Source: an optimization exercise on an open RTL-to-GDS flow (aim: small area, a short achievable clock period and few clock cycles). Production flows keep margins and buffers that such runs may drop. The RTL was checked by simulation tests, not by an equivalence proof against the original design.

## fjord
## complex_unit
module complex_unit (
    input  logic          cpu_clk_i,
    input  logic          rst_i,
    input  logic          flush_i,
    input  logic          cu_valid_i,
    input  logic [2:0]    cu_opcode_i,
    input  logic [31:0]   cu_operand1_i,
    input  logic [31:0]   cu_operand2_i,
    output logic          busy_o,
    output logic [31:0]   result_o,
    output logic          wb_valid_o
);
    localparam logic [2:0] S_IDLE = 3'd0, S_MUL = 3'd1, S_NORM = 3'd2,
                           S_DIV = 3'd3, S_DONE = 3'd4;
    logic [2:0]  r_state;
    logic [32:0] r_p;       
    logic [31:0] r_q;       
    logic [32:0] r_x;       
    logic [4:0]  r_cnt;     
    logic        r_div;     
    logic        r_hi;      
    logic        r_neg;     
    logic        r_rem;     
    function automatic logic [5:0] bitlen(input logic [31:0] v);
        bitlen = 6'd0;
        for (int i = 0; i < 32; i++)
            if (v[i]) bitlen = 6'(i + 1);
    endfunction
    function automatic logic [64:0] bk_add(input logic [63:0] a, input logic [63:0] b,
                                           input logic cin, input int w);
        logic [64:0] g, p, gg, pp;
        logic [64:0] r;
        g = '0; p = '0;
        g[0] = cin; p[0] = 1'b0;
        for (int i = 0; i < w; i++) begin
            g[i+1] = a[i] & b[i];
            p[i+1] = a[i] ^ b[i];
        end
        gg = g; pp = p;
        for (int d = 1; d <= 64; d = d * 2)
            for (int i = 2*d - 1; i <= w; i = i + 2*d) begin
                gg[i] = gg[i] | (pp[i] & gg[i-d]);
                pp[i] = pp[i] & pp[i-d];
            end
        for (int d = 32; d >= 1; d = d / 2)
            for (int i = 3*d - 1; i <= w; i = i + 2*d) begin
                gg[i] = gg[i] | (pp[i] & gg[i-d]);
                pp[i] = pp[i] & pp[i-d];
            end
        r = '0;
        for (int i = 0; i < w; i++) r[i] = p[i+1] ^ gg[i];
        r[w] = gg[w];
        bk_add = r;
    endfunction
    function automatic logic [1:0] bytelen(input logic [31:0] v, input logic s);
        logic [31:0] m;
        m = (s && v[31]) ? ~v : v;
  ...
Settings: LEC_CHECK=0, CAP_MARGIN=20, CORE_MARGIN=2, CORE_UTILIZATION=40, SETUP_SLACK_MARGIN=3.25, SLEW_MARGIN=20, TNS_END_PERCENT=30; clock period 10.0 ns.
run.sh (not shown) runs the stock make flow with config.mk's settings and CLKGATE_MAP_FILE= SYNTH_SCRIPT=/design/flow/synth_recipe.tcl, a recipe that flattens the netlist after the stock synthesis.
Testbench counts of fjord, summed over its fixed seeds: cycles 12,772.
## Diff of input files: garnet against fjord
Settings: SETUP_SLACK_MARGIN changed from 3.25 to 3.75.
==> notes.md <==
The via count reported for garnet is higher than the one for fjord.
From fjord to garnet the numbers moved as follows: non-clock buffering overhead in the final layout has increased, core utilization has increased.
Summary: global-route wire length before repair, garnet worse than fjord
Worst-case setup margin in the final layout (lower): fjord
Relative to garnet, the following input files were edited for violet:
Settings: SETUP_SLACK_MARGIN: 3.75 -> 4.5; TNS_END_PERCENT: 30 -> unset.
==> comparison <==
- For multi-input logic cell count, violet and garnet come out practically identical.
- Per the comparison of violet with garnet, residual DRC count shows no meaningful change, utilization level, final count of hold timing violations was more or less identical, worst hold slack shows a reduction of 12 ps.
- Worst setup path endpoint = r_p[6]: garnet; worst setup path endpoint = r_p[14]: violet
For quartz, these inputs were changed with respect to violet:
Settings: CORE_UTILIZATION: 40 -> 50; SETUP_SLACK_MARGIN: 4.5 -> 3.5.
Notes after the runs:
Number of buffers inserted to repair setup after CTS, quartz and violet: smaller value in quartz. From violet to quartz the numbers moved as follows: max-slew headroom at the worst pin lost 20 points, first-iteration DRC count has decreased. met3 wire length was higher in quartz than in violet. Per the comparison of quartz with violet, number of buffers and inverters on the critical path moved down.
### quartz -> ember
Settings: SETUP_SLACK_MARGIN: 3.5 -> 3.75; CORE_UTILIZATION: 50 -> 40.
==> comparison <==
- Between quartz and ember, highest fanout seen on the critical path is lower for quartz, ember comes in above that.
- Changes observed in ember relative to quartz: post-CTS setup buffer count rose by 26, number of DRC markers after the initial detailed-route iteration stayed essentially flat, total instance count after detailed placement rose by 167.
- Summed instance area of the synthesized netlist came out exactly the same in quartz and ember.
- Looking at routed wire length, ember sits 870 um lower than quartz does.
- Summary of ember over quartz: met3 global-route usage decreased 0.74 points; setup slack saw an increase; average via count per standard cell shrank by 4.3%.

-- separate check: timing with driven ports --
How much do the figures lean on ideal ports? The routed layouts below were timed once more, with nothing changed but the port constraints. Step 1 sets driving cells, clkbuf_16 on the clock port and buf_2 on the other inputs (assumed; they add their load-dependent delay and slew). Step 2 also shifts input and output timing later by t, the mid clock arrival at the registers, as if the neighbouring blocks saw the same clock. a / b / c = ideal / step 1 / step 2; a / b = the first two.
| run | t, ns | setup slack, ns | slew at the worst register clock pin (ns) |
|---|---|---|---|
| fjord | 0.454 | 3.287 / 3.287 / 3.035 | 0.09 / 0.09 |
| garnet | 0.433 | 3.591 / 3.591 / 3.327 | 0.10 / 0.10 |
| violet | 0.448 | 3.614 / 3.614 / 3.281 | 0.10 / 0.10 |
| quartz | 0.444 | 3.565 / 3.551 / 3.161 | 0.10 / 0.10 |
| ember | 0.435 | 3.584 / 3.584 / 3.285 | 0.10 / 0.10 |
After both steps every run listed still meets setup and hold. The setup slack of quartz, which loses most, moves by -0.014 ns with the drivers and by -0.404 ns with both steps.
